Source: an optimization exercise on an open RTL-to-GDS flow (aim: small area, a short achievable clock period and few clock cycles per item). Production flows keep margins and buffers that such runs may drop.
At most, simulation tests tie the RTL to the original design; equivalence was not proved.
No functional check of the RTL was part of runs 1 to 5.
Power figures rest on the tool's default switching activity, not on a simulated workload.

## flow/run.sh

```bash
#!/bin/bash
# synth_recipe.tcl (not shown) runs the flow's synth.tcl, then flattens the netlist and writes it again
# the make line also repeats each setting of config.mk as NAME=value (left out here)
make -C /OpenROAD-flow-scripts/flow DESIGN_CONFIG=/design/flow/config.mk WORK_HOME=/design/flow/orfs CLKGATE_MAP_FILE= SYNTH_SCRIPT=/design/flow/synth_recipe.tcl finish
```

## flow/config.mk

```make
export PLATFORM = sky130hd
export DESIGN_NAME = sprw_top
export DESIGN_NICKNAME = sprw_top
export VERILOG_FILES = /design/flow/design.v
export SDC_FILE = /design/flow/constraint.sdc
export NUM_CORES = 4
export LEC_CHECK = 0
export CAP_MARGIN = 20
export CORE_MARGIN = 2
export CORE_UTILIZATION = 40
export SLEW_MARGIN = 20
```

## flow/constraint.sdc

```tcl
create_clock -name core_clock -period 6.5 [get_ports {clk}]
set_input_delay 1.3000 -clock core_clock [delete_from_list [all_inputs] [get_ports {clk}]]
set_output_delay 1.3000 -clock core_clock [all_outputs]
set_load 0.01 [all_outputs]
```

## flow/design.v

```verilog
`default_nettype none
package sprw_pkg;
    typedef logic [8-1:0]             byte_t;
    typedef logic [16-1:0]             lane_t;
    typedef logic [32-1:0]             word_t;
    typedef logic [4*16-1:0] lanes_t;
    typedef enum logic [3:0] {
        LANE_PASS = 4'd0,
        LANE_ADD  = 4'd1,
        LANE_SUB  = 4'd2,
        LANE_MOVE = 4'd3,
        LANE_MAX  = 4'd4,
        LANE_MIN  = 4'd5,
        LANE_AND  = 4'd6,
        LANE_OR   = 4'd7,
        LANE_XOR  = 4'd8,
        LANE_NAND = 4'd9,
        LANE_NOR  = 4'd10,
        LANE_XNOR = 4'd11
    } lane_fn_t;
    typedef enum logic [2:0] {
        RED_NONE = 3'd0,
        RED_SUM  = 3'd1,
        RED_MAX  = 3'd2,
        RED_MIN  = 3'd3,
        RED_XOR  = 3'd4
    } red_fn_t;
endpackage
`default_nettype wire
`timescale 1ns/1ps
`default_nettype none
module sprw_top (
    input  logic        clk,
    input  logic        rstn,
    input  logic        in_valid,
    input  logic [31:0] ra,
    input  logic [31:0] rb,
    input  logic [4:0]  op1,
    input  logic [2:0]  op2,
    output logic        out_valid,
    output logic [31:0] result
);
    logic lg, f_add, f_sub, f_max, f_min, f_move, f_arith, f_mm, sub_m, sign, sat;
    logic [3:0] t;
    assign lg      = op1[4] & op1[3];
    assign f_add   = ~lg & (op1[2:0] == 3'b001);
    assign f_sub   = ~lg & (op1[2:0] == 3'b010);
    assign f_max   = ~lg & (op1[2:0] == 3'b101);
    assign f_min   = ~lg & (op1[2:0] == 3'b110);
    assign f_move  = ~lg & (op1[2:0] == 3'b011);
    assign f_arith = f_add | f_sub;
    assign f_mm    = f_max | f_min;
    assign sub_m   = f_sub | f_mm;
    assign sign    = lg ? 1'b0 :
                     (f_arith | f_mm) ? ~op1[4] :
                     (~op2[2] & (op2 != 3'b000));
    assign sat     = ~lg & op1[3];
    always_comb begin
        if (lg) begin
            case (op1[2:0])
                3'b111:  t = 4'b1000;    
                3'b000:  t = 4'b1110;    
                3'b001:  t = 4'b0110;    
                3'b010:  t = 4'b0111;    
                3'b011:  t = 4'b0001;    
                3'b100:  t = 4'b1001;    
                default: t = 4'b1100;    
            endcase
        end else if (f_move)
            t = 4'b1010;                 
        else
            t = 4'b1100;                 
    end
    logic [9:0] l [4];
    always_comb begin
        for (int i = 0; i < 4; i++) begin
            logic [7:0] a, b, y;
            logic [9:0] ea, eb, r;
            logic [3:0] tl;
            logic       ov, c7, clo;
            a  = ra[8*i +: 8];
            b  = rb[8*i +: 8];
            ea = {{2{sign & a[7]}}, a};
            eb = {{2{sign & b[7]}}, b};
            r  = ea + (eb ^ {10{sub_m}}) + {9'd0, sub_m};
            if (f_mm)
                tl = (r[9] ^ f_min) ? 4'b1010 : 4'b1100;
            else
                tl = t;
            for (int j = 0; j < 8; j++)
                y[j] = tl[{a[j], b[j]}];
            if (sign) begin
                ov  = (r[9] != r[8]) | (r[8] != r[7]);
                c7  = r[9];
                clo = ~r[9];
            end else begin
                ov  = r[9] | r[8];
                c7  = ~r[9];
                clo = ~r[9];
            end
            if (f_arith) begin
                if (sat & ov)
                    l[i] = {{2{sign & c7}}, c7, {7{clo}}};
                else
                    l[i] = r;
            end else
                l[i] = {{2{sign & y[7]}}, y};
        end
    end
    logic [9:0] q [4];
    logic       q_valid, q_sat;
    logic [2:0] q_op2;
    always_ff @(posedge clk) begin
        q_valid <= rstn & in_valid;
        q_sat   <= sat;
        q_op2   <= op2;
        for (int i = 0; i < 4; i++)
            q[i] <= l[i];
    end
    logic        q_rsign;
    logic [11:0] x [4];
    logic [11:0] s1, c1, s2, c2, ssum;
    logic [2:0]  ncnt;
    logic [31:0] sum_w;
    logic [7:0]  xr;
    logic [9:0]  k [4];
    logic        s01, s23;
    logic [9:0]  w01, w23;
    logic [31:0] m_nxt;
    assign q_rsign = ~q_op2[2];
    always_comb begin
        for (int i = 0; i < 4; i++)
            x[i] = {{2{q[i][9]}}, q[i]};
        s1 = x[0] ^ x[1] ^ x[2];
        c1 = {(x[0][10:0] & x[1][10:0]) | (x[0][10:0] & x[2][10:0]) | (x[1][10:0] & x[2][10:0]), 1'b0};
        s2 = s1 ^ c1 ^ x[3];
        c2 = {(s1[10:0] & c1[10:0]) | (s1[10:0] & x[3][10:0]) | (c1[10:0] & x[3][10:0]), 1'b0};
    end
    assign ssum = s2 + c2;
    assign ncnt = 3'(q[0][9]) + 3'(q[1][9]) + 3'(q[2][9]) + 3'(q[3][9]);
    always_comb begin
        if (q_rsign) begin
            sum_w = {{20{ssum[11]}}, ssum};
            if (q_sat) begin
                if (~ssum[11] & (|ssum[10:7]))
                    sum_w = 32'd127;
                else if (ssum[11] & ~(&ssum[10:7]))
                    sum_w = 32'hffffff80;
            end
        end else begin
            sum_w = {13'd0, ncnt - 3'(ssum[11]), {4{ssum[11]}}, ssum};
            if (q_sat && (ncnt != 3'd0 || ssum[10:8] != 3'd0))
                sum_w = 32'd255;
        end
    end
    assign xr = q[0][7:0] ^ q[1][7:0] ^ q[2][7:0] ^ q[3][7:0];
    always_comb begin
        for (int i = 0; i < 4; i++)
            k[i] = {q[i][9] ^ q_rsign, q[i][8:0]};
    end
    assign s01 = (k[1] > k[0]) ^ q_op2[0];
    assign s23 = (k[3] > k[2]) ^ q_op2[0];
    assign w01 = s01 ? q[1] : q[0];
    assign w23 = s23 ? q[3] : q[2];
    always_comb begin
        case (q_op2)
            3'b001, 3'b101: m_nxt = sum_w;
            3'b010, 3'b110,
            3'b011, 3'b111: m_nxt = {12'd0, w23, w01};
            3'b100:         m_nxt = {24'd0, xr};
            default:        m_nxt = {q[3][7:0], q[2][7:0], q[1][7:0], q[0][7:0]};
        endcase
    end
    logic [31:0] m;
    logic        m_valid, m_mm, m_rsign, m_mn;
    always_ff @(posedge clk) begin
        m_valid <= rstn & q_valid;
        m       <= m_nxt;
        m_mm    <= q_op2[1];
        m_rsign <= q_rsign;
        m_mn    <= q_op2[0];
    end
    logic [9:0]  v01, v23, wf;
    logic        sf;
    logic [31:0] red;
    assign v01 = m[9:0];
    assign v23 = m[19:10];
    assign sf  = ({v23[9] ^ m_rsign, v23[8:0]} > {v01[9] ^ m_rsign, v01[8:0]}) ^ m_mn;
    assign wf  = sf ? v23 : v01;
    assign red = m_mm ? {{16{m_rsign & wf[9]}}, {6{wf[9]}}, wf} : m;
    always_ff @(posedge clk) begin
        out_valid <= rstn & m_valid;
        result    <= red;
    end
endmodule
`default_nettype wire
```

==> results of run 1 <==
## kinds of logic after synthesis
group / Yosys count / synth area share, %
buf+inv: 165 / 6.06
fa+ha+maj: 118 / 16.0
xor+xnor: 76 / 6.73
compound gates: 421 / 26.7
flops: 114 / 21.9
mux: 44 / 5.03
simple gates: 372 / 17.5
## sequential cells by signal (all words and copies together) (netlist names)
register / flops
m_rsign: 1
m: 32
m_mn: 1
q_sat: 1
m_mm: 1
q_valid: 1
q: 40
m_valid: 1
q_op2: 3
result: 32
out_valid: 1
## per-stage QoR
| stage | total power, mW | instances | hold WS [ps] | cell area (sq um) | setup slack, ps |
|---|---|---|---|---|---|
| final | 5.06 | 1755 | 428 | 12500 | 722 |
| after global routing | 5.49 | 1755 | 451 | 12500 | 299 |
| after CTS | 5.04 | 1755 | 431 | 12500 | 758 |
| after global placement | 4.04 | 1723 | 416 | 11900 | 349 |
| after floorplan | 3.17 | 1310 | 329 | 10400 | 490 |
| after detailed placement | 4.08 | 1723 | 424 | 11900 | 323 |
## cells in the mapped netlist, drive strengths merged, types with 8 or more instances
library cell    n  area share, %
and2           15           0.90
ha             90             11
and3           10           0.60
inv           108            3.9
nor4            9           0.66
nor3           24            1.2
a2111oi        10            1.0
a211oi         14            1.0
o211ai         16            1.2
clkbuf         46            1.7
nor2b          14           0.84
buf            11           0.51
xor2           44            3.8
dfxtp         114             22
xnor2          30            2.5
a31oi          29            1.7
o21ai         114            5.6
a21oi          85            4.1
nand2         110            4.0
nand3b         10           0.84
or3            14           0.84
mux2i          32            3.1
nand3          28            1.3
a21o           28            2.0
nor2          101            3.8
nand2b         14           0.87
o21bai          8           0.61
o22ai          17            1.0
o21a           17            1.2
fa             26            5.0
## area by class of cell
| cell class | instances | share of cell area, % |
|---|---|---|
| multi-input cells | 1031 | 60.1 |
| flip-flops and latches | 114 | 18.3 |
| repair buffers | 135 | 10.3 |
| clock buffers | 17 | 3.40 |
| well taps | 335 | 3.35 |
| inverters | 108 | 3.24 |
| clock inverters | 15 | 1.37 |
## layer usage
metal / up-vias / share of wire, % / track usage (%)
met5: - / 0 / 0
met4: 0 / 4.5 / 11.1
met3: 96 / 6.1 / 4.50
met2: 397 / 48 / 43.8
met1: 4759 / 41 / 29.7
li1: 4935 / - / -
## cell usage in the layout (no fill, tap or decap), types with 32 or more instances in the layout
master	synthesis	routed
inv_1	106	106
mux2i_1	32	32
nand2_1	109	109
clkdlybuf4s50_1	0	107
xor2_1	43	43
ha_1	90	90
dfxtp_1	114	114
nor2_1	97	97
o21ai_0	101	101
a21oi_1	84	83
## power groups by stage
stage	Combinational (mW)	Clock (mW)	Sequential (mW)
finish	3.03	0.941	1.09
global route	3.39	0.991	1.11
CTS	3.00	0.957	1.08
detailed placement	2.98	0	1.10
global placement	2.94	0	1.10
floorplan	2.11	0	1.06
## worst max-delay path, delay by kind of cell
kind | cells | cell delay, ps
simple gates | 8 | 1790
compound gates | 4 | 920
buf+inv | 3 | 780
fa+ha+maj | 2 | 660
xor+xnor | 2 | 580
## how the worst max path moves through the flow
stage                 from       to  slack [ps]  depth (start not counted)
finish              op1[0]  q[1][3]         720                         19
global placement    op1[0]  q[1][3]         350                         19
floorplan           op1[4]  q[0][1]         490                         20
detailed placement  op1[0]  q[1][3]         320                         19
CTS                 op1[0]  q[1][3]         760                         19
global route        op1[0]  q[1][2]         300                         19
==> impl_summary.log, run 1 <==
[metrics] portion of total power attributed to combinational logic: about three fifths
[metrics] depth of the CTS H-tree: 4
[metrics] number of resized instances in the post-cts repair step: 0
[metrics] data arrival time at the worst-slack endpoint: 6030 ps
[metrics] core occupancy in the finished layout: 48.5%
[metrics] P_leak: 5.45 nW
[metrics] area of the core: around 0.026 sq mm
[metrics] number of standard-cell rows in the floorplan: 59
[metrics] storage element area: roughly 0.0023 sq mm
[metrics] path type of the worst min-delay path: flip-flop to flip-flop
[metrics] worst rel slew slack: between 20% and 30%
[metrics] synthesized area: 0.0104 sq mm
[metrics] highest cell delay on the worst timing path: 520 ps
[metrics] number of stages on the worst hold path: 1
[metrics] number of flops mapped to enable cells by yosys: 0
[metrics] DRC Markers: 0
[metrics] area of the die: 0.0273 sq mm
[metrics] vias in the first global route: 9,806
[metrics] worst r2r src: q[1][1]
[metrics] Mean Syn Cell Area: 7.94 sq um
[metrics] routability congestion estimate: around 0.94
[metrics] syn_nets: between 1,500 and 2,000
[metrics] Hold Buf Count CTS: 0
[metrics] reg-to-reg critical path endpoint: m[11]
[metrics] clock power share: 18.6%
[metrics] min cycle time layout: 5780 ps
[metrics] IR Drop Worst-Case VDD: roughly 0.00024 V
[metrics] final slew viol count: 0
[metrics] post-CTS repair timing setup buffer count: 0
[metrics] clock-pin transition on the worst setup and hold timing paths: approximately 60 ps
[metrics] first-pass GRT wire length: 52,500 microns
[metrics] area occupied by multi-input gates: ~0.0075 sq mm
[metrics] skew final: approximately 11 ps
[metrics] die boundary height: 165 microns
[metrics] layout cells sized above 1: 7.46%
[metrics] average wire per standard cell: 19.1 microns
[metrics] clock buffer count from CTS: 17
[metrics] fraction of power spent switching nets: 44.1%
[metrics] pin slew with the least headroom to its limit: 1100 ps
[metrics] crit share post-route: 88.9%
[metrics] Yosys warnings: 5
[metrics] part of the total power dissipated in sequential elements: 21.5%
[metrics] Main synth FF type: dfxtp_1
[metrics] Switch Pwr: approximately 2.2 mW
[metrics] count of final hold-check violations: 0
[metrics] Internal Pwr Total: ~2.8 mW
[metrics] peak clock frequency supported by timing: 0.173 GHz
[metrics] DIE WIDTH: 165 microns
[metrics] DRT Pass-1 Iters: 5
[metrics] antenna violations before repair: 0
[metrics] sum of negative setup slack: 0 ps
[metrics] r2r worst-path depth: 14
[metrics] Clk Latency, worst-skew pair: 420 ps
[metrics] Worst Hold Path EP: m_valid
[metrics] Worst Setup Path Type: input pin to flip-flop
[metrics] IO buf count: 107
[metrics] fraction of synthesis flops using an asynchronous set or reset pin: 0%
[metrics] sequential area share after synthesis: 21.9%
[metrics] first-iteration detailed-routing DRC count: around 780
[metrics] effective utilization at floorplan: around two fifths
[metrics] cell chain of the critical path: clkdlybuf4s50_1 -> xnor2_1 -> a21oi_1 -> nand2b_1 -> inv_1 -> nand2_1 -> xnor2_1 -> ha_1 -> or3b_2 -> a2111oi_0 -> nand3_1 -> nand2_1 -> inv_2 -> ha_1 -> or3_1 -> o21ai_4 -> nor2_2 -> nor2_4 -> a22oi_1
[metrics] area added between synthesis and finish: 20.1%
[metrics] Antenna diodes: 0
[metrics] clock tree from TritonCTS: yes
[metrics] pin count of the biggest net entering global routing: 39
[metrics] status: finished clean
[metrics] Fillers: 2,522
[metrics] element type at the critical path start: input pin
[metrics] drt via density: 5.80
[metrics] total clock sinks: 114
[metrics] CTS root buf: clkbuf_16
[metrics] HPWL after detailed placement: 26,700 microns
[metrics] register bit count reported by yosys: ~110
[metrics] kind of end point of the critical path: flip-flop
[metrics] origin of the worst min-delay path: q_valid
[metrics] number of max-cap violations: 0
[metrics] post-layout net count: 1,598
[metrics] GRT Residual Overflow: 0
[metrics] total via count after detailed routing: 10,200
[metrics] total power density per cell area: between 400 and 500 mW/mm^2
[metrics] final count of negative-setup-slack endpoints: 0
[metrics] total wirelength of the detailed-routed design: 33,500 microns
[metrics] RSZ-0062 raised after global routing: no
[metrics] maximum buffer depth of the clock tree: 2
[metrics] largest fanout on the critical path: 10
[metrics] WP data required: roughly 6800 ps
[metrics] count of unique library cells instantiated by Yosys: 86
[metrics] slowest stage cell, crit path: clkdlybuf4s50_1
[metrics] R2R setup slack: approximately 1700 ps
[metrics] Antenna Violating Nets Remaining: 0
[metrics] post-synthesis cell count: between 1,000 and 1,500
[metrics] I/O pins: between 100 and 150
[metrics] GRT Total Usage: 25.0%
==> inputs of run 2 (changes only) <==
==> flow/flow/run.sh (new file) <==
#!/bin/bash
set -euo pipefail
W=$PWD
D=$(cat $W/flow/abc_delay_ps)
cat > $W/my_synth.tcl <<EOS
proc abc {args} {
  set i [lsearch -exact \$args -script]
  if {\$i >= 0} { lset args [expr {\$i + 1}] $W/flow/abc.script }
  set j [lsearch -exact \$args -D]
  if {\$j >= 0} { lset args [expr {\$j + 1}] $D } else { lappend args -D $D }
  yosys abc {*}\$args
}
EOS
cat $W/synth_recipe.tcl >> $W/my_synth.tcl
bash $W/standard.sh SYNTH_SCRIPT=$W/my_synth.tcl finish > $W/standard.log 2>&1
==> flow/flow/abc.script (new file) <==
strash
dc2
dch -f
map {D}
topo
buffer -c
upsize -c {D}
dnsize -c {D}
==> flow/flow/abc_delay_ps (new file) <==
2500
==> flow/standard.sh (new file) <==
#!/bin/bash
# synth_recipe.tcl (not shown) runs the flow's synth.tcl, then flattens the netlist and writes it again
# the make line also repeats each setting of config.mk as NAME=value (left out here)
make -C /OpenROAD-flow-scripts/flow DESIGN_CONFIG=/design/flow/config.mk WORK_HOME=/design/flow/orfs CLKGATE_MAP_FILE= SYNTH_SCRIPT=/design/flow/synth_recipe.tcl "${@:-finish}"
--- a/flow/config.mk
+++ b/flow/config.mk
@@ -9,3 +9,4 @@
 export CORE_MARGIN = 2
 export CORE_UTILIZATION = 40
+export SETUP_SLACK_MARGIN = 2.5
 export SLEW_MARGIN = 20
removed: flow/run.sh
==> run 2 against run 1 <==
Non-clock buffer count rose by 139; area after synthesis is 7.9% lower; via count rose by 5.6%; critical endpoint is now q[0][1]; largest cell class unchanged; largest power group unchanged.
==> impl_summary.log, run 2 <==
[metrics] count of unique library cells instantiated by Yosys: 63 (-27%)
[metrics] placed cells: 1,747 (+1.4%)
[metrics] drt via density: 5.55 (-4.4%)
[metrics] HPWL after detailed placement: 24,400 microns (-8.6%)
[metrics] Internal Pwr Total: 3.11 mW (+10%)
[metrics] data arrival time at the worst-slack endpoint: 4710 ps (-1320 ps)
[metrics] Mean Syn Cell Area: 7.12 sq um (-10%)
[metrics] number of max-cap violations: 0 (unchanged)
[metrics] GRT Total Usage: 26.8% (+1.8 points)
[metrics] top area cells in the synthesized netlist: dfxtp_1 (24%), ha_1 (12%), nand2_1 (9.3%)
[metrics] area of the die: 0.0252 sq mm (-7.7%)
[metrics] clock tree from TritonCTS: yes
[metrics] Clk Latency, worst-skew pair: 420 ps (about the same)
[metrics] Yosys warnings: 5 (unchanged)
[metrics] final slew viol count: 0 (unchanged)
[metrics] portion of total power attributed to combinational logic: 64.9% (+5.0 points)
[metrics] synthesized area: 0.00958 sq mm (-7.9%)
[metrics] Worst Setup Path Type: input pin to flip-flop
[metrics] status: finished clean
[metrics] number of buffer and inverter instances along the worst setup path: 5 (+2)
[metrics] fraction of power spent switching nets: 44.4% (+0.32 points)
[metrics] amount of wire on met3 after detailed routing: 2450 microns (+20%)
[metrics] number of standard-cell rows in the floorplan: 56 (-5.1%)
[metrics] GRT Residual Overflow: 0 (unchanged)
[metrics] area of the core: 0.0235 sq mm (-8.9%)
[metrics] commonest cells after routing, fill and taps aside: nand2_1 (196), inv_1 (168), buf_4 (125)
[metrics] total via count after detailed routing: 10,800 (+5.6%)
[metrics] sequential area share after synthesis: 23.8% (+1.9 points)
[metrics] area leader, netlist: dfxtp_1
[metrics] layout cells sized above 1: 30.6% (+23 points)
[metrics] Hold Buf Count CTS: 0 (unchanged)
[metrics] most used standard cells in the synthesized netlist: nand2_1 (238), inv_1 (190), dfxtp_1 (114)
[metrics] final non-filler cell area: 0.0145 sq mm (+16%)
[metrics] Routed met2 length: 17,000 microns (+5.6%)
[metrics] Main synth FF type: dfxtp_1
[metrics] total power density per cell area: 386 mW/mm^2 (-4.7%)
[metrics] crit share post-route: 67.2% (-22 points)
[metrics] worst slack, placed: 741 ps (+418 ps)
[metrics] highest metal used: met4
[metrics] most common cell in the synthesized netlist: nand2_1
[metrics] pin count of the biggest net entering global routing: 33 (-15%)
[metrics] IO buf count: 107 (unchanged)
[metrics] slowest stage cell, crit path: fa_2
[metrics] share of the synthesized area in the top cell type: 23.8% (+1.9 points)
[metrics] Final WS setup: 2130 ps (+1410 ps)
[metrics] most used cell, CP: nand2_2
[metrics] number of flops mapped to enable cells by yosys: 0 (unchanged)
[metrics] sum of negative setup slack: 0 ps (unchanged)
[metrics] routability congestion estimate: 0.936 (-0.85%)
[metrics] final count of negative-setup-slack endpoints: 0 (unchanged)
[metrics] DRC Markers: 0 (unchanged)
[metrics] DIE WIDTH: 159 microns (-3.9%)
[metrics] clock power share: 15.8% (-2.8 points)
[metrics] DRT Pass-1 Iters: 6 (+1)
[metrics] Final Hold Slack: 400 ps (-28.0 ps)
[metrics] skew final: 10.3 ps (-1.20 ps)
[metrics] Antenna Violating Nets Remaining: 0 (unchanged)
[metrics] path type of the worst min-delay path: flip-flop to flip-flop
[metrics] Routed met1 length: 14,200 microns (+2.2%)
[metrics] part of the total power dissipated in sequential elements: 19.3% (-2.2 points)
[metrics] IR Drop Worst-Case VDD: 0.000294 V (+20%)
[metrics] area added between synthesis and finish: 51.5%
[metrics] Switch Pwr: 2.48 mW (+11%)
[metrics] largest fanout on the critical path: 4 (-6)
[metrics] I/O pins: 108 (unchanged)
[metrics] RSZ-0062 raised after global routing: yes
[metrics] element type at the critical path start: input pin
[metrics] fin cells: 1,939 (+10%)
[metrics] overall power consumption: 5.60 mW (+11%)
[metrics] first-pass GRT wire length: 54,000 microns (+2.8%)
[metrics] most flop-heavy register: q
[metrics] register bit count reported by yosys: 114 (unchanged)
[metrics] min cycle time layout: 4370 ps (-1410 ps)
[metrics] core occupancy in the finished layout: 61.8% (+13 points)
[metrics] total wirelength of the detailed-routed design: 35,300 microns (+5.3%)
[metrics] average wire per standard cell: 18.2 microns (-4.7%)
[metrics] flip-flop count of the largest register after layout: 40 (unchanged)
[metrics] Placement Cell Area: 0.0113 sq mm (-5.4%)
[metrics] clock-pin transition on the worst setup and hold timing paths: 60 ps (about the same)
[metrics] post-layout net count: 1,799 (+13%)
[metrics] Largest regs: q (40), m (32), result (32)
[metrics] total clock sinks: 114 (unchanged)
[metrics] antenna violations before repair: 0 (unchanged)
[metrics] cell family with the largest share of critical-path delay: compound AO/OA/AOI/OAI gates
[metrics] Fillers: 1,969 (-22%)
[metrics] worst rel slew slack: 27.5% (+0.56 points)
[metrics] first-iteration detailed-routing DRC count: 1,023 (+31%)
[metrics] clock buffer count from CTS: 17 (unchanged)
[metrics] CTS root buf: clkbuf_16
[metrics] effective utilization at floorplan: 40.8% (+0.44 points)
[metrics] die boundary height: 159 microns (-3.9%)
[metrics] P_leak: 6.50 nW (+19%)
[metrics] cell chain of the critical path: buf_12 -> a21oi_4 -> nor2_4 -> buf_6 -> buf_12 -> xor2_4 -> fa_2 -> o21bai_1 -> nand2_1 -> nand2_1 -> nand2_2 -> nand2_2 -> a21o_1 -> nand2_2 -> a21oi_2 -> o21ai_2 -> nand2_2 -> ha_4 -> nor2_4 -> a31oi_4 -> buf_6 -> buf_6 -> or2_1 -> a22oi_2
[metrics] highest cell delay on the worst timing path: 370 ps (-150 ps)
[metrics] post-synthesis cell count: 1,346 (+2.7%)
[metrics] pin slew with the least headroom to its limit: 1090 ps (-10.4 ps)
[metrics] syn_nets: 1,537 (+2.4%)
[metrics] count of final hold-check violations: 0 (unchanged)
[metrics] leading cell type in the layout, fill and taps excluded: nand2_1
[metrics] kind of end point of the critical path: flip-flop
[metrics] maximum buffer depth of the clock tree: 2 (unchanged)
[metrics] peak clock frequency supported by timing: 0.229 GHz (+32%)
[metrics] Antenna diodes: 0 (unchanged)
[metrics] vias in the first global route: 10,400 (+5.7%)
[metrics] fraction of synthesis flops using an asynchronous set or reset pin: 0% (unchanged)
[metrics] WP data required: 6840 ps (+90 ps)
[metrics] depth of the CTS H-tree: 4 (unchanged)
==> run 2: path summary, 6_finish.rpt <==
check / slack (ps) / start / cells past startpoint / endpoint
worst min register to register: 400 / m_valid / 2 / out_valid
worst max register to register: 2210 / q[0][0] / 24 / m[3]
worst max-delay path: 2130 / op1[0] / 24 / q[0][1]
worst min-delay path: 400 / m_valid / 2 / out_valid
==> run 2: worst register-to-register path: stages, from the launching register on <==
cell and delay, ps:
dfxtp_2 390, fa_1 470, fa_1 550, ha_2 190, inv_2 40, fa_2 350, inv_2 90, nand2_4 60
buf_6 110, buf_4 130, buf_4 120, buf_4 120, buf_4 130, buf_4 130, buf_4 130, buf_4 120
buf_4 130, buf_4 130, buf_6 110, buf_6 110, buf_6 110, nand2_4 60, a41oi_2 50, o21ai_2 230
a22oi_2 100
==> run 2: cell families (layout without fill, tap and decap cells) <==
group           count (synthesis)  in the layout  synth area share, %
buf+inv                       227            499                 8.91
compound gates                360            360                 24.4
fa+ha+maj                     116            116                 17.2
simple gates                  489            491                 22.0
flops                         114            114                 23.8
xor+xnor                       40             40                 3.66
==> run 2: metal layers <==
metal | track usage (%) | vias to the layer above
li1 | - | 5155
met1 | 31.9 | 5022
met2 | 45.9 | 476
met3 | 5.69 | 109
met4 | 12.6 | 0
met5 | 0 | -
==> run 2: what timing repair did <==
item                                    4_1_cts  5_1_grt
gates cloned                                  3        1
resized for setup                           258      131
endpoints found under the setup margin       72       72
setup buffers                               126       31
endpoints found under the hold margin         0        0
pin swaps                                   137      110
==> run 2: power by group through the flow <==
| stage | clock network, mW | logic (mW) | registers, mW |
|---|---|---|---|
| floorplan | 0 | 1.77 | 1.07 |
| global placement | 0 | 2.49 | 1.09 |
| detailed placement | 0 | 2.52 | 1.09 |
| CTS | 0.891 | 3.24 | 1.07 |
| global route | 0.922 | 3.96 | 1.10 |
| finish | 0.884 | 3.63 | 1.08 |
==> run 2: layout make-up <==
type,instances,area (sq um),area share [%]
Sequential cell,114,2300,15.8
Tap cell,319,399,2.75
Timing Repair Buffer,274,2600,17.9
Clock inverter,12,110,0.759
Inverter,194,746,5.14
Clock buffer,19,453,3.12
Multi-Input combinational cell,1007,7910,54.5
==> inputs of run 3 (changes only) <==
--- a/flow/config.mk
+++ b/flow/config.mk
@@ -9,4 +9,3 @@
 export CORE_MARGIN = 2
 export CORE_UTILIZATION = 40
-export SETUP_SLACK_MARGIN = 2.5
 export SLEW_MARGIN = 20
==> run 3 against run 2 <==
Still clean; non-clock buffer count decreased by 160; sequential power hardly changed; combinational power decreased by 32%; critical path depth down 2; power decreased by 18%; clock skew down 3.5 ps; clock power rose by 15%; worst hold slack got worse by 2.0 ps; sequential cell count unchanged; critical path type unchanged.
==> impl_summary.log, run 3 <==
[metrics] status: finished clean
[metrics] top area cells in the synthesized netlist: dfxtp_1 (24%), ha_1 (12%), nand2_1 (9.3%)
[metrics] pin count of the biggest net entering global routing: 33 (unchanged)
[metrics] most used standard cells in the synthesized netlist: nand2_1 (238), inv_1 (190), dfxtp_1 (114)
[metrics] depth of the CTS H-tree: 4 (unchanged)
[metrics] cell chain of the critical path: clkdlybuf4s50_1 -> nand2_1 -> nand2_4 -> nor2_4 -> buf_12 -> xor2_1 -> ha_1 -> inv_1 -> nor2_1 -> o21ai_1 -> nand2_1 -> nand2_1 -> a21boi_0 -> o21ai_1 -> a21oi_1 -> o21ai_0 -> nand2_1 -> ha_1 -> nor2_1 -> a31oi_2 -> a21oi_1 -> a22oi_1
[metrics] peak clock frequency supported by timing: 0.181 GHz (-21%)
[metrics] number of standard-cell rows in the floorplan: 56 (unchanged)
[metrics] worst rel slew slack: 29.7% (+2.3 points)
[metrics] clock-pin transition on the worst setup and hold timing paths: 60 ps (about the same)
[metrics] area leader, netlist: dfxtp_1
[metrics] Yosys warnings: 5 (unchanged)
[metrics] first-pass GRT wire length: 49,100 microns (-9.2%)
[metrics] share of the synthesized area in the top cell type: 23.8% (unchanged)
[metrics] final slew viol count: 0 (unchanged)
[metrics] number of max-cap violations: 0 (unchanged)
[metrics] IO buf count: 107 (unchanged)
[metrics] antenna violations before repair: 0 (unchanged)
[metrics] drt via density: 5.43 (-2.2%)
[metrics] GRT Residual Overflow: 0 (unchanged)
[metrics] HPWL after detailed placement: 24,900 microns (+2.0%)
[metrics] Antenna diodes: 0 (unchanged)
[metrics] crit share post-route: 84.9% (+18 points)
[metrics] P_leak: 5.44 nW (-16%)
[metrics] placed cells: 1,746 (-0.057%)
[metrics] most flop-heavy register: q
[metrics] r2r worst-path depth: 23 (-4.2%)
[metrics] Hold Buf Count CTS: 0 (unchanged)
[metrics] post-layout net count: 1,637 (-9.0%)
[metrics] clock power share: 22.2% (+6.4 points)
[metrics] flip-flop count of the largest register after layout: 40 (unchanged)
[metrics] largest fanout on the critical path: 21 (+17)
[metrics] Fillers: 2,324 (+18%)
[metrics] area added between synthesis and finish: 21.7%
[metrics] Mean Syn Cell Area: 7.12 sq um (unchanged)
[metrics] most used cell, CP: nand2_1
[metrics] highest cell delay on the worst timing path: 520 ps (+150 ps)
[metrics] post-CTS repair timing setup buffer count: 0 (-100%)
[metrics] maximum buffer depth of the clock tree: 2 (unchanged)
[metrics] most common cell in the synthesized netlist: nand2_1
[metrics] total wirelength of the detailed-routed design: 31,300 microns (-11%)
[metrics] DRT Pass-1 Iters: 5 (-1)
[metrics] I/O pins: 108 (unchanged)
[metrics] path type of the worst min-delay path: flip-flop to flip-flop
[metrics] number of stages on the worst hold path: 2 (unchanged)
[metrics] fraction of synthesis flops using an asynchronous set or reset pin: 0% (unchanged)
[metrics] sequential area share after synthesis: 23.8% (unchanged)
[metrics] Switch Pwr: 2.00 mW (-20%)
[metrics] first-iteration detailed-routing DRC count: 843 (-18%)
[metrics] post-synthesis cell count: 1,346 (unchanged)
[metrics] clock buffer count from CTS: 17 (unchanged)
[metrics] Internal Pwr Total: 2.58 mW (-17%)
[metrics] average wire per standard cell: 17.6 microns (-3.4%)
[metrics] DRC Markers: 0 (unchanged)
[metrics] clock tree from TritonCTS: yes
[metrics] effective utilization at floorplan: 40.8% (unchanged)
[metrics] area of the core: 0.0235 sq mm (unchanged)
[metrics] kind of end point of the critical path: flip-flop
[metrics] IR Drop Worst-Case VDD: 0.000209 V (-29%)
[metrics] vias in the first global route: 9,119 (-12%)
[metrics] final count of negative-setup-slack endpoints: 0 (unchanged)
[metrics] die boundary height: 159 microns (unchanged)
[metrics] syn_nets: 1,537 (unchanged)
[metrics] total via count after detailed routing: 9,650 (-10%)
[metrics] CTS root buf: clkbuf_16
[metrics] fraction of power spent switching nets: 43.7% (-0.71 points)
[metrics] Largest regs: q (40), m (32), result (32)
[metrics] Antenna Violating Nets Remaining: 0 (unchanged)
[metrics] slowest stage cell, crit path: a21oi_1
[metrics] RSZ-0062 raised after global routing: no
[metrics] synthesized area: 0.00958 sq mm (unchanged)
[metrics] number of flops mapped to enable cells by yosys: 0 (unchanged)
[metrics] register bit count reported by yosys: 114 (unchanged)
[metrics] total power density per cell area: 393 mW/mm^2 (+1.8%)
[metrics] Clk Latency, worst-skew pair: 420 ps (about the same)
[metrics] fin cells: 1,778 (-8.3%)
[metrics] number of resized instances in the post-cts repair step: 0 (-100%)
[metrics] DIE WIDTH: 159 microns (unchanged)
[metrics] portion of total power attributed to combinational logic: 54.3% (-11 points)
[metrics] Worst Setup Path Type: input pin to flip-flop
[metrics] sum of negative setup slack: 0 ps (unchanged)
[metrics] total clock sinks: 114 (unchanged)
[metrics] count of final hold-check violations: 0 (unchanged)
[metrics] data arrival time at the worst-slack endpoint: 5780 ps (+1070 ps)
[metrics] GRT Total Usage: 24.7% (-2.1 points)
[metrics] layout cells sized above 1: 6.17% (-24 points)
[metrics] skew final: 6.72 ps (-3.53 ps)
[metrics] pin slew with the least headroom to its limit: 1050 ps (-32.9 ps)
[metrics] count of unique library cells instantiated by Yosys: 63 (unchanged)
[metrics] commonest cells after routing, fill and taps aside: nand2_1 (238), inv_1 (190), dfxtp_1 (114)
[metrics] min cycle time layout: 5520 ps (+1150 ps)
[metrics] routability congestion estimate: 0.953 (+1.8%)
[metrics] area of the die: 0.0252 sq mm (unchanged)
[metrics] Main synth FF type: dfxtp_1
[metrics] leading cell type in the layout, fill and taps excluded: nand2_1
[metrics] element type at the critical path start: input pin
[metrics] WP data required: 6770 ps (-70 ps)
[metrics] part of the total power dissipated in sequential elements: 23.5% (+4.2 points)
==> run 3: layer usage <==
metal  up-vias  track usage (%)  part of all wire (%)
met5         -                0                     0
met4         0             10.3                   3.7
met3        54             3.68                   5.5
met2       352             41.6                    46
met1      4412             31.4                    44
li1       4832                -                     -
==> run 3: path summary, 6_finish.rpt <==
kind / slack, ps / start / to
hold / removal: 400 / q_valid / m_valid
setup / recovery: 980 / op1[3] / q[3][2]
hold reg to reg: 400 / q_valid / m_valid
setup reg to reg: 1590 / q[1][1] / m[18]
==> run 3: power groups by stage <==
stage | combinational [mW] | clock, mW | sequential, mW
after detailed placement | 2.45 | 0 | 1.09
after CTS | 2.47 | 1.03 | 1.08
final | 2.48 | 1.02 | 1.07
after global routing | 2.80 | 1.06 | 1.10
after global placement | 2.42 | 0 | 1.09
after floorplan | 1.69 | 0 | 1.07
==> run 3: metrics by stage <==
stage	worst slack, ps	hold slack [ps]	power [mW]	util [%]	instance area, sq um
5_1_grt	495	415	4.96	49.7	11700
2_1_floorplan	1290	329	2.76	-	9580
6_report	983	398	4.58	49.7	11700
4_1_cts	1050	401	4.57	49.7	11700
3_3_place_gp	724	390	3.51	46.9	11000
3_5_place_dp	623	396	3.54	46.9	11000
==> run 3: cells by family after synthesis <==
logic type	count (synthesis)	synth area share [%]
flip-flops	114	23.8
adder cells (fa/ha/maj)	116	17.2
AO/OA/AOI/OAI	360	24.4
AND/OR/NAND/NOR	489	22.0
XOR/XNOR	40	3.66
buffers and inverters	227	8.91
==> run 3: area by class of cell <==
type | count | area, sq um | share of cell area (%)
multi-input combinational | 1005 | 6470 | 55.5
inverter | 194 | 728 | 6.25
timing repair buffer | 114 | 1140 | 9.74
clock buffer | 18 | 439 | 3.77
sequential | 114 | 2280 | 19.6
tap | 319 | 399 | 3.42
clock inverter | 14 | 201 | 1.73
==> run 3: worst max-delay path: cells and delay by family <==
family	cells	cell delay [ps]
AND/OR/NAND/NOR	8	1250
adder cells (fa/ha/maj)	2	520
XOR/XNOR	1	170
buffers and inverters	3	790
AO/OA/AOI/OAI	8	1710
==> inputs of run 4 (changes only) <==
--- a/flow/design.v
+++ b/flow/design.v
@@ -41,34 +41,52 @@
     output logic [31:0] result
 );
-    logic lg, f_add, f_sub, f_max, f_min, f_move, f_arith, f_mm, sub_m, sign, sat;
-    logic [3:0] t;
+    logic lg, f_add, f_sub, f_max, f_mn, f_move, f_arith_d, f_mm_d, f_min_d, sub_m_d, sign_d, sat_d;
+    logic [3:0] t_d;
     assign lg      = op1[4] & op1[3];
     assign f_add   = ~lg & (op1[2:0] == 3'b001);
     assign f_sub   = ~lg & (op1[2:0] == 3'b010);
     assign f_max   = ~lg & (op1[2:0] == 3'b101);
-    assign f_min   = ~lg & (op1[2:0] == 3'b110);
+    assign f_mn    = ~lg & (op1[2:0] == 3'b110);
     assign f_move  = ~lg & (op1[2:0] == 3'b011);
-    assign f_arith = f_add | f_sub;
-    assign f_mm    = f_max | f_min;
-    assign sub_m   = f_sub | f_mm;
-    assign sign    = lg ? 1'b0 :
-                     (f_arith | f_mm) ? ~op1[4] :
+    assign f_arith_d = f_add | f_sub;
+    assign f_mm_d  = f_max | f_mn;
+    assign f_min_d = f_mn;
+    assign sub_m_d = f_sub | f_mm_d;
+    assign sign_d  = lg ? 1'b0 :
+                     (f_arith_d | f_mm_d) ? ~op1[4] :
                      (~op2[2] & (op2 != 3'b000));
-    assign sat     = ~lg & op1[3];
+    assign sat_d   = ~lg & op1[3];
     always_comb begin
         if (lg) begin
             case (op1[2:0])
-                3'b111:  t = 4'b1000;    
-                3'b000:  t = 4'b1110;    
-                3'b001:  t = 4'b0110;    
-                3'b010:  t = 4'b0111;    
-                3'b011:  t = 4'b0001;    
-                3'b100:  t = 4'b1001;    
-                default: t = 4'b1100;    
+                3'b111:  t_d = 4'b1000;    
+                3'b000:  t_d = 4'b1110;    
+                3'b001:  t_d = 4'b0110;    
+                3'b010:  t_d = 4'b0111;    
+                3'b011:  t_d = 4'b0001;    
+                3'b100:  t_d = 4'b1001;    
+                default: t_d = 4'b1100;    
             endcase
         end else if (f_move)
-            t = 4'b1010;                 
+            t_d = 4'b1010;                 
         else
-            t = 4'b1100;                 
+            t_d = 4'b1100;                 
+    end
+    logic [31:0] pa, pb;
+    logic        p_valid, f_arith, f_mm, f_min, sub_m, sign, sat;
+    logic [3:0]  t;
+    logic [2:0]  p_op2;
+    always_ff @(posedge clk) begin
+        p_valid <= rstn & in_valid;
+        pa      <= ra;
+        pb      <= rb;
+        f_arith <= f_arith_d;
+        f_mm    <= f_mm_d;
+        f_min   <= f_min_d;
+        sub_m   <= sub_m_d;
+        sign    <= sign_d;
+        sat     <= sat_d;
+        t       <= t_d;
+        p_op2   <= op2;
     end
     logic [9:0] l [4];
@@ -79,6 +97,6 @@
             logic [3:0] tl;
             logic       ov, c7, clo;
-            a  = ra[8*i +: 8];
-            b  = rb[8*i +: 8];
+            a  = pa[8*i +: 8];
+            b  = pb[8*i +: 8];
             ea = {{2{sign & a[7]}}, a};
             eb = {{2{sign & b[7]}}, b};
@@ -112,7 +130,7 @@
     logic [2:0] q_op2;
     always_ff @(posedge clk) begin
-        q_valid <= rstn & in_valid;
+        q_valid <= rstn & p_valid;
         q_sat   <= sat;
-        q_op2   <= op2;
+        q_op2   <= p_op2;
         for (int i = 0; i < 4; i++)
             q[i] <= l[i];
--- a/flow/config.mk
+++ b/flow/config.mk
@@ -9,3 +9,4 @@
 export CORE_MARGIN = 2
 export CORE_UTILIZATION = 40
+export SETUP_SLACK_MARGIN = 2.5
 export SLEW_MARGIN = 20
==> run 4 against run 3 <==
Worst hold slack lost 68 ps; critical path depth shrank 3; sequential share of layout area grew 7.6 points; register-to-register slack gained 940 ps; maximum frequency grew 39%; largest cell class unchanged.
==> impl_summary.log, run 4 <==
[metrics] most used standard cells in the synthesized netlist: inv_1 (221), nand2_1 (218), dfxtp_1 (192)
[metrics] amount of wire on met3 after detailed routing: 1540 microns (-9.6%)
[metrics] status: finished clean
[metrics] Worst Hold Path EP: q_op2[1]
[metrics] worst rel slew slack: 35.6% (+5.9 points)
[metrics] IR Drop Worst-Case VDD: 0.000231 V (+10%)
[metrics] final slew viol count: 0 (unchanged)
[metrics] most common cell in the synthesized netlist: inv_1
[metrics] layout cells sized above 1: 11.4% (+5.2 points)
[metrics] area added between synthesis and finish: 19.9%
[metrics] portion of total power attributed to combinational logic: 52.1% (-2.2 points)
[metrics] min cycle time layout: 3970 ps (-1550 ps)
[metrics] data arrival time at the worst-slack endpoint: 4270 ps (-1510 ps)
[metrics] syn_nets: 1,665 (+8.3%)
[metrics] commonest cells after routing, fill and taps aside: inv_1 (221), nand2_1 (217), dfxtp_1 (186)
[metrics] multiplexer fraction of the synthesized cell area: 0% (unchanged)
[metrics] DRT Pass-1 Iters: 6 (+1)
[metrics] Routed met2 length: 15,300 microns (+5.2%)
[metrics] Clk Latency, worst-skew pair: 450 ps (+30 ps)
[metrics] total power density per cell area: 393 mW/mm^2 (+0.17%)
[metrics] DRC Markers: 0 (unchanged)
[metrics] highest metal used: met4
[metrics] peak clock frequency supported by timing: 0.252 GHz (+39%)
[metrics] area leader, netlist: dfxtp_1
[metrics] number of flops mapped to enable cells by yosys: 0 (unchanged)
[metrics] kind of end point of the critical path: flip-flop
[metrics] Placement Cell Area: 0.0133 sq mm (+20%)
[metrics] pin slew with the least headroom to its limit: 964 ps (-88.6 ps)
[metrics] Switch Pwr: 2.33 mW (+17%)
[metrics] HPWL after detailed placement: 24,800 microns (-0.21%)
[metrics] Routed met1 length: 14,300 microns (+2.9%)
[metrics] clock power share: 19.3% (-2.9 points)
[metrics] skew final: 13.7 ps (+7.01 ps)
[metrics] Yosys warnings: 5 (unchanged)
[metrics] final non-filler cell area: 0.0142 sq mm (+21%)
[metrics] I/O pins: 108 (unchanged)
[metrics] leading cell type in the layout, fill and taps excluded: inv_1
[metrics] GRT Total Usage: 21.0% (-3.6 points)
[metrics] P_leak: 6.52 nW (+20%)
[metrics] top area cells in the synthesized netlist: dfxtp_1 (33%), ha_1 (9.5%), inv_1 (7.0%)
[metrics] clock-pin transition on the worst setup and hold timing paths: 80 ps (+20 ps)
[metrics] depth of the CTS H-tree: 4 (unchanged)
[metrics] WP data required: 6810 ps (+40 ps)
[metrics] first-iteration detailed-routing DRC count: 627 (-26%)
[metrics] reg-to-reg critical path endpoint: m[18]
[metrics] synthesized area: 0.0118 sq mm (+23%)
[metrics] count of final hold-check violations: 0 (unchanged)
[metrics] total via count after detailed routing: 10,300 (+7.0%)
[metrics] area of the core: 0.0289 sq mm (+23%)
[metrics] number of max-cap violations: 0 (unchanged)
[metrics] clock buffer count from CTS: 17 (unchanged)
[metrics] total wirelength of the detailed-routed design: 32,200 microns (+3.1%)
[metrics] part of the total power dissipated in sequential elements: 28.6% (+5.1 points)
[metrics] total clock sinks: 192 (+68%)
[metrics] post-layout net count: 1,778 (+8.6%)
[metrics] routability congestion estimate: 0.862 (-9.5%)
[metrics] count of unique library cells instantiated by Yosys: 59 (-6.3%)
[metrics] Mean Syn Cell Area: 8.02 sq um (+13%)
[metrics] fraction of synthesis flops using an asynchronous set or reset pin: 0% (unchanged)
[metrics] area of the die: 0.0309 sq mm (+23%)
[metrics] effective utilization at floorplan: 40.9% (+0.12 points)
[metrics] GRT Residual Overflow: 0 (unchanged)
[metrics] CTS root buf: clkbuf_16
[metrics] Antenna diodes: 0 (unchanged)
[metrics] IO buf count: 107 (unchanged)
[metrics] R2R setup slack: 2530 ps (+940 ps)
[metrics] origin of the worst min-delay path: p_op2[1]
[metrics] compound-gate portion of the synthesized area: 25.3% (+0.91 points)
[metrics] flip-flop count of the largest register after layout: 40 (unchanged)
[metrics] fraction of power spent switching nets: 41.9% (-1.8 points)
[metrics] sequential area share after synthesis: 32.5% (+8.7 points)
[metrics] antenna violations before repair: 0 (unchanged)
[metrics] post-synthesis xor/xnor area fraction: 3.11% (-0.54 points)
[metrics] drt via density: 5.21 (-4.1%)
[metrics] adder-cell share of the synthesized area: 13.9% (-3.2 points)
[metrics] path type of the worst min-delay path: flip-flop to flip-flop
[metrics] Internal Pwr Total: 3.24 mW (+26%)
[metrics] post-synthesis cell count: 1,474 (+9.5%)
[metrics] sum of negative setup slack: 0 ps (unchanged)
[metrics] maximum buffer depth of the clock tree: 2 (unchanged)
[metrics] r2r worst-path depth: 19 (-17%)
[metrics] Main synth FF type: dfxtp_1
[metrics] clock tree from TritonCTS: yes
[metrics] pin count of the biggest net entering global routing: 40 (+21%)
[metrics] Critical path origin: q[0][1]
[metrics] element type at the critical path start: flip-flop
[metrics] Fillers: 2,856 (+23%)
[metrics] area share of and/or/nand/nor cells after synthesis: 16.6% (-5.5 points)
[metrics] Worst Setup Path Type: flip-flop to flip-flop
[metrics] DIE WIDTH: 176 microns (+11%)
[metrics] largest fanout on the critical path: 4 (-81%)
[metrics] final count of negative-setup-slack endpoints: 0 (unchanged)
[metrics] combinational family with the most area after synthesis: compound AO/OA/AOI/OAI gates
[metrics] share of the synthesized area in the top cell type: 32.5% (+8.7 points)
[metrics] average wire per standard cell: 16.2 microns (-7.6%)
[metrics] die boundary height: 176 microns (+11%)
[metrics] first-pass GRT wire length: 51,200 microns (+4.4%)
[metrics] number of stages on the worst hold path: 0 (-2)
[metrics] vias in the first global route: 9,967 (+9.3%)
[metrics] RSZ-0062 raised after global routing: yes
[metrics] crit share post-route: 61.0% (-24 points)
[metrics] most flop-heavy register: q
[metrics] Hold Buf Count CTS: 0 (unchanged)
[metrics] number of standard-cell rows in the floorplan: 62 (+11%)
[metrics] worst r2r src: q[0][1]
[metrics] Antenna Violating Nets Remaining: 0 (unchanged)
[metrics] register bit count reported by yosys: 192 (+68%)
==> run 4: cell count changes after synthesis, sizes merged, moves of 7 or more <==
cell    previous run  this run
o21bai             7        44
dfxtp            114       192
a21oi            102       129
a31oi             28        39
nand4             20        11
a32oi             17         8
nand2            242       233
inv              192       225
a41oi             13         1
o211ai            29        21
buf                3        10
a22oi             22        33
nor2             111        66
a21boi             1        23
==> run 4: cell families after synthesis <==
family	Yosys count
AOI/OAI and AO/OA	434
xor gates and xnor gates	42
and+or+nand+nor	428
buffers and inverters	262
adders and majority gates	116
DFF	192
==> run 4: power by group through the flow <==
stage | combinational, mW | sequential [mW] | clock [mW]
after floorplan | 1.90 | 1.60 | 0
after global placement | 2.56 | 1.62 | 0
after detailed placement | 2.60 | 1.62 | 0
after CTS | 2.73 | 1.59 | 1.09
after global routing | 3.23 | 1.62 | 1.15
final | 2.90 | 1.59 | 1.08
==> run 4: final cells by class <==
cell class              count  area [sq um]  area share [%]
multi-input cells        1020          7110            50.2
flip-flops and latches    192          3850            27.2
clock inverters            15           173            1.22
repair buffers            130          1270            8.98
well taps                 384           480            3.39
clock buffers              17           425            3.00
inverters                 226           848            5.99
==> run 4: routing by layer <==
| layer | track usage [%] | vias up |
|---|---|---|
| li1 | - | 5223 |
| met1 | 26.7 | 4742 |
| met2 | 36.1 | 300 |
| met3 | 2.66 | 64 |
| met4 | 8.85 | 0 |
| met5 | 0 | - |
==> run 4: worst max-delay path by stage <==
stage                     slack, ps  endpoint
after floorplan                2570     m[18]
after global placement         2360     m[18]
after detailed placement       2210      m[9]
after CTS                      2500      m[9]
after global routing           2360     m[18]
final                          2530     m[18]
==> run 4: timing repair <==
item / CTS / global route
endpoints found under the setup margin: 19 / 49
buffers inserted: 4 / 11
pin swaps: 2 / 27
resized for setup: 8 / 34
==> run 4: worst max-delay path, stage by stage (launching register included) <==
cell	delay, ps
dfxtp_2	330
fa_1	530
fa_1	500
ha_2	220
fa_2	370
a21oi_2	160
o21bai_2	100
a21oi_2	140
o21bai_2	100
a21oi_2	150
o21ai_1	70
nand2_1	100
a21oi_2	90
o21ai_2	130
nand2_2	90
ha_2	210
ha_4	160
xor2_1	150
o21ai_1	120
a22oi_1	90
==> run 4: stage by stage <==
| step | hold slack (ps) | setup WS [ps] | util (%) | instances | power [mW] |
|---|---|---|---|---|---|
| after global placement | 313 | 2360 | 46.0 | 1937 | 4.18 |
| final | 330 | 2530 | 49.1 | 1984 | 5.57 |
| after global routing | 343 | 2360 | 49.1 | 1984 | 6.01 |
| after CTS | 330 | 2500 | 48.3 | 1973 | 5.42 |
| after floorplan | 310 | 2570 | - | 1474 | 3.50 |
| after detailed placement | 312 | 2210 | 46.0 | 1937 | 4.22 |
==> inputs of run 5 (changes only) <==
--- a/flow/config.mk
+++ b/flow/config.mk
@@ -9,4 +9,4 @@
 export CORE_MARGIN = 2
 export CORE_UTILIZATION = 40
-export SETUP_SLACK_MARGIN = 2.5
+export SETUP_SLACK_MARGIN = 3.5
 export SLEW_MARGIN = 20
==> run 5 against run 4 <==
Still clean on timing, DRC and antenna; area after synthesis unchanged; clock-buffer cell count up 1; via count increased by 5.1%; worst hold slack better by 2.3 ps; critical endpoint unchanged; largest power group unchanged; highest routed layer unchanged.
==> impl_summary.log, run 5 <==
[metrics] DRT Pass-1 Iters: 5 (-1)
[metrics] clock-pin transition on the worst setup and hold timing paths: 80 ps (about the same)
[metrics] DRC Markers: 0 (unchanged)
[metrics] maximum buffer depth of the clock tree: 2 (unchanged)
[metrics] GRT Total Usage: 22.4% (+1.4 points)
[metrics] first-pass GRT wire length: 54,700 microns (+6.7%)
[metrics] Final Hold Slack: 333 ps (+2.27 ps)
[metrics] sequential area share after synthesis: 32.5% (unchanged)
[metrics] pin slew with the least headroom to its limit: 1060 ps (+91.2 ps)
[metrics] area leader, netlist: dfxtp_1
[metrics] flip-flop count of the largest register after layout: 40 (unchanged)
[metrics] GRT Residual Overflow: 0 (unchanged)
[metrics] data arrival time at the worst-slack endpoint: 4320 ps (+50 ps)
[metrics] skew final: 15.7 ps (+1.94 ps)
[metrics] IO buf count: 107 (unchanged)
[metrics] total power density per cell area: 382 mW/mm^2 (-2.9%)
[metrics] post-layout net count: 1,862 (+4.7%)
[metrics] post-synthesis cell count: 1,474 (unchanged)
[metrics] total via count after detailed routing: 10,900 (+5.1%)
[metrics] layout cells sized above 1: 24.2% (+13 points)
[metrics] Fillers: 2,623 (-8.2%)
[metrics] area of the die: 0.0309 sq mm (unchanged)
[metrics] sum of negative setup slack: 0 ps (unchanged)
[metrics] total wirelength of the detailed-routed design: 34,900 microns (+8.2%)
[metrics] synthesized area: 0.0118 sq mm (unchanged)
[metrics] routability congestion estimate: 0.890 (+3.3%)
[metrics] Worst Setup Path Type: flip-flop to flip-flop
[metrics] number of standard-cell rows in the floorplan: 62 (unchanged)
[metrics] WP data required: 6850 ps (+40 ps)
[metrics] RSZ-0062 raised after global routing: yes
[metrics] Main synth FF type: dfxtp_1
[metrics] die boundary height: 176 microns (unchanged)
[metrics] status: finished clean
[metrics] antenna violations before repair: 0 (unchanged)
[metrics] highest cell delay on the worst timing path: 610 ps (+80 ps)
[metrics] count of final hold-check violations: 0 (unchanged)
[metrics] Worst Hold Path EP: q_op2[2]
[metrics] element type at the critical path start: flip-flop
[metrics] worst rel slew slack: 29.5% (-6.1 points)
[metrics] placed cells: 1,936 (-0.052%)
[metrics] HPWL after detailed placement: 24,600 microns (-0.67%)
[metrics] clock tree from TritonCTS: yes
[metrics] pin count of the biggest net entering global routing: 40 (unchanged)
[metrics] IR Drop Worst-Case VDD: 0.000219 V (-5.2%)
[metrics] area of the core: 0.0289 sq mm (unchanged)
[metrics] r2r worst-path depth: 19 (unchanged)
[metrics] largest fanout on the critical path: 5 (+1)
[metrics] fraction of synthesis flops using an asynchronous set or reset pin: 0% (unchanged)
[metrics] Mean Syn Cell Area: 8.02 sq um (unchanged)
[metrics] reg-to-reg critical path endpoint: m[18]
[metrics] share of the synthesized area in the top cell type: 32.5% (unchanged)
[metrics] P_leak: 7.10 nW (+8.9%)
[metrics] Antenna diodes: 0 (unchanged)
[metrics] effective utilization at floorplan: 40.9% (unchanged)
[metrics] Hold Buf Count CTS: 0 (unchanged)
[metrics] CTS root buf: clkbuf_16
[metrics] cell chain of the critical path: fa_2 -> fa_1 -> ha_2 -> fa_2 -> a21oi_2 -> o21bai_2 -> a21oi_2 -> o21bai_2 -> a21oi_2 -> o21ai_2 -> nand2_2 -> a21oi_4 -> nand3b_1 -> nand2_4 -> buf_6 -> nand3_4 -> o211ai_1 -> o21ai_1 -> a22oi_1
[metrics] path type of the worst min-delay path: flip-flop to flip-flop
[metrics] slowest stage cell, crit path: fa_2
[metrics] Yosys warnings: 5 (unchanged)
[metrics] average wire per standard cell: 16.9 microns (+3.8%)
[metrics] crit share post-route: 61.0% (about the same)
[metrics] fin cells: 2,068 (+4.2%)
[metrics] number of stages on the worst hold path: 0 (unchanged)
[metrics] final slew viol count: 0 (unchanged)
[metrics] top area cells in the synthesized netlist: dfxtp_1 (33%), ha_1 (9.5%), inv_1 (7.0%)
[metrics] I/O pins: 108 (unchanged)
[metrics] commonest cells after routing, fill and taps aside: inv_1 (207), nand2_1 (190), dfxtp_1 (183)
[metrics] register bit count reported by yosys: 192 (unchanged)
[metrics] vias in the first global route: 10,700 (+7.6%)
[metrics] cell family with the largest share of critical-path delay: adder cells
[metrics] final count of negative-setup-slack endpoints: 0 (unchanged)
[metrics] total clock sinks: 192 (unchanged)
[metrics] area occupied by multi-input gates: 0.00793 sq mm (+12%)
[metrics] core occupancy in the finished layout: 54.7% (+5.6 points)
[metrics] peak clock frequency supported by timing: 0.252 GHz (about the same)
[metrics] kind of end point of the critical path: flip-flop
[metrics] R2R setup slack: 2530 ps (about the same)
[metrics] number of flops mapped to enable cells by yosys: 0 (unchanged)
[metrics] depth of the CTS H-tree: 4 (unchanged)
[metrics] DIE WIDTH: 176 microns (unchanged)
[metrics] count of unique library cells instantiated by Yosys: 59 (unchanged)
[metrics] origin of the worst min-delay path: p_op2[2]
[metrics] most common cell in the synthesized netlist: inv_1
[metrics] min cycle time layout: 3970 ps (-2.41 ps)
[metrics] overall power consumption: 6.03 mW (+8.2%)
[metrics] worst r2r src: q[2][1]
[metrics] number of max-cap violations: 0 (unchanged)
[metrics] first-iteration detailed-routing DRC count: 660 (+5.3%)
[metrics] Antenna Violating Nets Remaining: 0 (unchanged)
[metrics] Clk Latency, worst-skew pair: 440 ps (about the same)
[metrics] area added between synthesis and finish: 33.7%
[metrics] most flop-heavy register: q
[metrics] storage element area: 0.00386 sq mm (+0.16%)
[metrics] drt via density: 5.25 (+0.87%)
[metrics] clock buffer count from CTS: 17 (unchanged)
[metrics] most used cell, CP: a21oi_2
[metrics] number of buffer and inverter instances along the worst setup path: 1 (+1)
[metrics] syn_nets: 1,665 (unchanged)
[metrics] leading cell type in the layout, fill and taps excluded: inv_1
[metrics] most used standard cells in the synthesized netlist: inv_1 (221), nand2_1 (218), dfxtp_1 (192)
==> run 5: cell families (layout without fill, tap and decap cells) <==
group | count (synthesis) | after routing | synth area share (%)
flops | 192 | 192 | 32.5
buf+inv | 262 | 471 | 8.55
xor+xnor | 42 | 42 | 3.11
compound gates | 434 | 434 | 25.3
simple gates | 428 | 429 | 16.6
fa+ha+maj | 116 | 116 | 13.9
==> run 5: layout make-up <==
cell class	count	share of cell area (%)
multi-input combinational	1021	50.2
timing repair buffer	213	13.2
clock buffer	18	2.72
clock inverter	14	0.903
tap	384	3.04
sequential	192	24.4
inverter	226	5.44
==> run 5: repair_timing <==
| item | 4_1_cts | 5_1_grt |
|---|---|---|
| buffers inserted | 73 | 25 |
| resized for setup | 146 | 83 |
| endpoints found under the hold margin | 0 | 0 |
| pin swaps | 119 | 93 |
| setup endpoints to repair | 72 | 73 |
| gates cloned | 2 | 0 |
==> run 5: worst max path at each step <==
stage	from	endpoint	slack, ps	cells after the start
6_report	q[2][1]	m[18]	2530	19
3_3_place_gp	q[1][2]	m[9]	2340	17
4_1_cts	q[2][1]	m[18]	2540	19
3_5_place_dp	q[1][1]	m[18]	2340	18
2_1_floorplan	q[2][1]	m[18]	2760	20
5_1_grt	q[2][1]	m[18]	2340	19
==> run 5: routing by layer <==
layer  part of all wire, %  global-route usage [%]  vias up
met1                    42                    27.7     5008
met4                   3.9                    10.1        0
li1                      -                       -     5399
met2                    49                    38.8      367
met3                   4.7                    2.97       86
met5                     0                       0        -
==> run 5: metrics by stage <==
step           setup WS, ps  area [sq um]
2_1_floorplan          2760         12000
3_3_place_gp           2340         13400
3_5_place_dp           2340         13400
4_1_cts                2540         15300
5_1_grt                2340         15800
6_report               2530         15800
==> run 5: report_power, final <==
group | leakage (nW) | internal [mW] | switching (mW)
sequential | 1.61 | 1.42 | 0.183
clock | 0.275 | 0.542 | 0.503
combinational | 5.21 | 1.52 | 1.86
==> inputs of run 6 (changes only) <==
--- a/flow/design.v
+++ b/flow/design.v
@@ -41,4 +41,31 @@
     output logic [31:0] result
 );
+    function automatic logic [11:0] pfx_add(input logic [11:0] x, input logic [11:0] y, input logic ci);
+        logic [11:0] p, g, pp, gg;
+        p  = x ^ y;
+        g  = x & y;
+        gg = g;
+        gg[0] = g[0] | (p[0] & ci);
+        pp = p;
+        for (int d = 1; d < 12; d = d * 2)
+            for (int i = 11; i >= d; i--) begin
+                gg[i] = gg[i] | (pp[i] & gg[i-d]);
+                pp[i] = pp[i] & pp[i-d];
+            end
+        pfx_add[0] = p[0] ^ ci;
+        for (int i = 1; i < 12; i++)
+            pfx_add[i] = p[i] ^ gg[i-1];
+    endfunction
+    function automatic logic pfx_gt(input logic [9:0] x, input logic [9:0] y);
+        logic [9:0] pp, gg;
+        pp = x | ~y;
+        gg = x & ~y;
+        for (int d = 1; d < 10; d = d * 2)
+            for (int i = 9; i >= d; i--) begin
+                gg[i] = gg[i] | (pp[i] & gg[i-d]);
+                pp[i] = pp[i] & pp[i-d];
+            end
+        pfx_gt = gg[9];
+    endfunction
     logic lg, f_add, f_sub, f_max, f_mn, f_move, f_arith_d, f_mm_d, f_min_d, sub_m_d, sign_d, sat_d;
     logic [3:0] t_d;
@@ -101,5 +128,5 @@
             ea = {{2{sign & a[7]}}, a};
             eb = {{2{sign & b[7]}}, b};
-            r  = ea + (eb ^ {10{sub_m}}) + {9'd0, sub_m};
+            r  = 10'(pfx_add({2'b00, ea}, {2'b00, eb ^ {10{sub_m}}}, sub_m));
             if (f_mm)
                 tl = (r[9] ^ f_min) ? 4'b1010 : 4'b1100;
@@ -155,5 +182,5 @@
         c2 = {(s1[10:0] & c1[10:0]) | (s1[10:0] & x[3][10:0]) | (c1[10:0] & x[3][10:0]), 1'b0};
     end
-    assign ssum = s2 + c2;
+    assign ssum = pfx_add(s2, c2, 1'b0);
     assign ncnt = 3'(q[0][9]) + 3'(q[1][9]) + 3'(q[2][9]) + 3'(q[3][9]);
     always_comb begin
@@ -177,6 +204,6 @@
             k[i] = {q[i][9] ^ q_rsign, q[i][8:0]};
     end
-    assign s01 = (k[1] > k[0]) ^ q_op2[0];
-    assign s23 = (k[3] > k[2]) ^ q_op2[0];
+    assign s01 = pfx_gt(k[1], k[0]) ^ q_op2[0];
+    assign s23 = pfx_gt(k[3], k[2]) ^ q_op2[0];
     assign w01 = s01 ? q[1] : q[0];
     assign w23 = s23 ? q[3] : q[2];
@@ -204,5 +231,5 @@
     assign v01 = m[9:0];
     assign v23 = m[19:10];
-    assign sf  = ({v23[9] ^ m_rsign, v23[8:0]} > {v01[9] ^ m_rsign, v01[8:0]}) ^ m_mn;
+    assign sf  = pfx_gt({v23[9] ^ m_rsign, v23[8:0]}, {v01[9] ^ m_rsign, v01[8:0]}) ^ m_mn;
     assign wf  = sf ? v23 : v01;
     assign red = m_mm ? {{16{m_rsign & wf[9]}}, {6{wf[9]}}, wf} : m;
--- a/flow/config.mk
+++ b/flow/config.mk
@@ -9,4 +9,4 @@
 export CORE_MARGIN = 2
 export CORE_UTILIZATION = 40
-export SETUP_SLACK_MARGIN = 3.5
+export SETUP_SLACK_MARGIN = 2.5
 export SLEW_MARGIN = 20
==> run 6 against run 5 <==
Critical path depth shrank 1; maximum frequency shrank 0.50%; non-clock buffer count fell by 87; core utilization fell by 6.0 points; sequential power about the same; first-iteration DRC count grew 6.2%; largest cell class unchanged.
==> impl_summary.log, run 6 <==
[metrics] area of the die: 0.0307 sq mm (-0.59%)
[metrics] sequential area share after synthesis: 32.7% (+0.20 points)
[metrics] data arrival time at the worst-slack endpoint: 4330 ps (about the same)
[metrics] clock tree from TritonCTS: yes
[metrics] Fillers: 2,831 (+7.9%)
[metrics] final count of negative-setup-slack endpoints: 0 (unchanged)
[metrics] pin slew with the least headroom to its limit: 966 ps (-89.1 ps)
[metrics] routability congestion estimate: 0.879 (-1.3%)
[metrics] fraction of synthesis flops using an asynchronous set or reset pin: 0% (unchanged)
[metrics] peak clock frequency supported by timing: 0.251 GHz (-0.50%)
[metrics] cell family with the largest share of critical-path delay: adder cells
[metrics] largest fanout on the critical path: 2 (-3)
[metrics] most flop-heavy register: q
[metrics] depth of the CTS H-tree: 4 (unchanged)
[metrics] Clk Latency, worst-skew pair: 440 ps (about the same)
[metrics] clock power share: 19.9% (+2.6 points)
[metrics] clock-pin transition on the worst setup and hold timing paths: 80 ps (about the same)
[metrics] commonest cells after routing, fill and taps aside: inv_1 (222), dfxtp_1 (186), nand2_1 (183)
[metrics] RSZ-0062 raised after global routing: yes
[metrics] fraction of power spent switching nets: 41.5% (-0.61 points)
[metrics] Antenna Violating Nets Remaining: 0 (unchanged)
[metrics] pin count of the biggest net entering global routing: 70 (+75%)
[metrics] number of standard-cell rows in the floorplan: 62 (unchanged)
[metrics] area leader, netlist: dfxtp_1
[metrics] Main synth FF type: dfxtp_1
[metrics] final non-filler cell area: 0.0140 sq mm (-11%)
[metrics] Yosys warnings: 5 (unchanged)
[metrics] Switch Pwr: 2.25 mW (-11%)
[metrics] IO buf count: 107 (unchanged)
[metrics] min cycle time layout: 3990 ps (+19.8 ps)
[metrics] GRT Total Usage: 20.4% (-2.0 points)
[metrics] leading cell type in the layout, fill and taps excluded: inv_1
[metrics] total wirelength of the detailed-routed design: 31,200 microns (-11%)
[metrics] element type at the critical path start: flip-flop
[metrics] GRT Residual Overflow: 0 (unchanged)
[metrics] Hold Buf Count CTS: 0 (unchanged)
[metrics] area occupied by multi-input gates: 0.00697 sq mm (-12%)
[metrics] number of flops mapped to enable cells by yosys: 0 (unchanged)
[metrics] DRC Markers: 0 (unchanged)
[metrics] WP data required: 6850 ps (about the same)
[metrics] highest cell delay on the worst timing path: 530 ps (-80 ps)
[metrics] status: finished clean
[metrics] total via count after detailed routing: 10,400 (-4.5%)
[metrics] top area cells in the synthesized netlist: dfxtp_1 (33%), ha_1 (8.4%), inv_1 (7.2%)
[metrics] adder-cell share of the synthesized area: 12.8% (-1.1 points)
[metrics] P_leak: 6.38 nW (-10%)
[metrics] crit share post-route: 61.3% (+0.30 points)
[metrics] register bit count reported by yosys: 192 (unchanged)
[metrics] kind of end point of the critical path: flip-flop
==> run 6: changes by cell type after synthesis, moves of 11 or more <==
cell	change
ha_1	-11
nand2_1	-31
o22ai_1	+11
nand3_1	+22
a32oi_1	+22
a22oi_1	-21
==> run 6: worst paths after layout <==
check	slack [ps]	depth (start not counted)	from	to
max	2510	18	q[2][1]	m[9]
min	330	0	p_op2[2]	q_op2[2]
max reg2reg	2510	18	q[2][1]	m[9]
min reg2reg	330	0	p_op2[2]	q_op2[2]
==> run 6: area by class of cell <==
type	count	area share, %
multi-input combinational	1003	49.7
sequential	192	27.5
timing repair buffer	126	8.73
inverter	236	6.34
tap	384	3.43
clock buffer	19	3.16
clock inverter	13	1.15
==> run 6: kinds of logic (layout without fill, tap and decap cells) <==
group	Yosys count	in the layout
compound gates	450	450
xor+xnor	44	44
fa+ha+maj	105	105
buf+inv	276	394
flops	192	192
simple gates	404	404
==> run 6: worst register-to-register path, cell delays in order, from the launching register on <==
cell      delay [ps]
dfxtp_4          380
fa_1             530
inv_2             50
fa_1             480
inv_1             50
ha_2             170
fa_2             360
a21oi_2          140
o21bai_2          90
a21oi_2          140
o21bai_2          90
a21oi_2          150
o21bai_2          80
or2_4            240
a22oi_2          170
nand4_1          180
a31oi_2          250
nand2_1          110
a32oi_2          250
==> run 6: layer usage <==
metal  up-vias  part of all wire (%)  wire length (microns)  global-route usage [%]
met2       311                    47                  14500                    33.9
met3        37                   5.4                   1680                    3.05
met1      4780                    46                  14200                    26.6
li1       5245                     -                      -                       -
met4         0                   2.3                    727                    8.16
met5         -                     0                      0                       0
==> run 6: power groups by stage <==
stage | registers (mW) | clock network, mW | logic [mW]
4_1_cts | 1.61 | 1.11 | 2.62
3_3_place_gp | 1.63 | 0 | 2.52
3_5_place_dp | 1.63 | 0 | 2.54
6_report | 1.60 | 1.08 | 2.74
2_1_floorplan | 1.61 | 0 | 1.87
5_1_grt | 1.63 | 1.16 | 3.08
==> run 6: per-stage QoR <==
stage                     setup slack (ps)  hold WS, ps  util, %  power (mW)
after global placement                2210          314     45.8        4.15
after detailed placement              2080          315     45.8        4.18
after CTS                             2460          338     48.1        5.33
after floorplan                       2560          310        -        3.49
after global routing                  2380          337     48.7        5.87
final                                 2510          333     48.7        5.42
==> run 6: timing repair <==
action,CTS,global route
setup buffers,3,11
resized for setup,13,27
endpoints found under the setup margin,59,64
pin swaps,4,7
gates cloned,0,0
endpoints found under the hold margin,0,0
Testbench counts of run 6, summed over its fixed seeds: cycles 16,024, items 16,000.

Re-timed with assumed drivers on the ports (clkbuf_16 on the clock, buf_2 on other inputs), run 6 has 2.515 ns of setup slack against 2.515 ns with ideal ports, and 2.515 ns once port delays also move by the mid clock arrival of 0.483 ns.
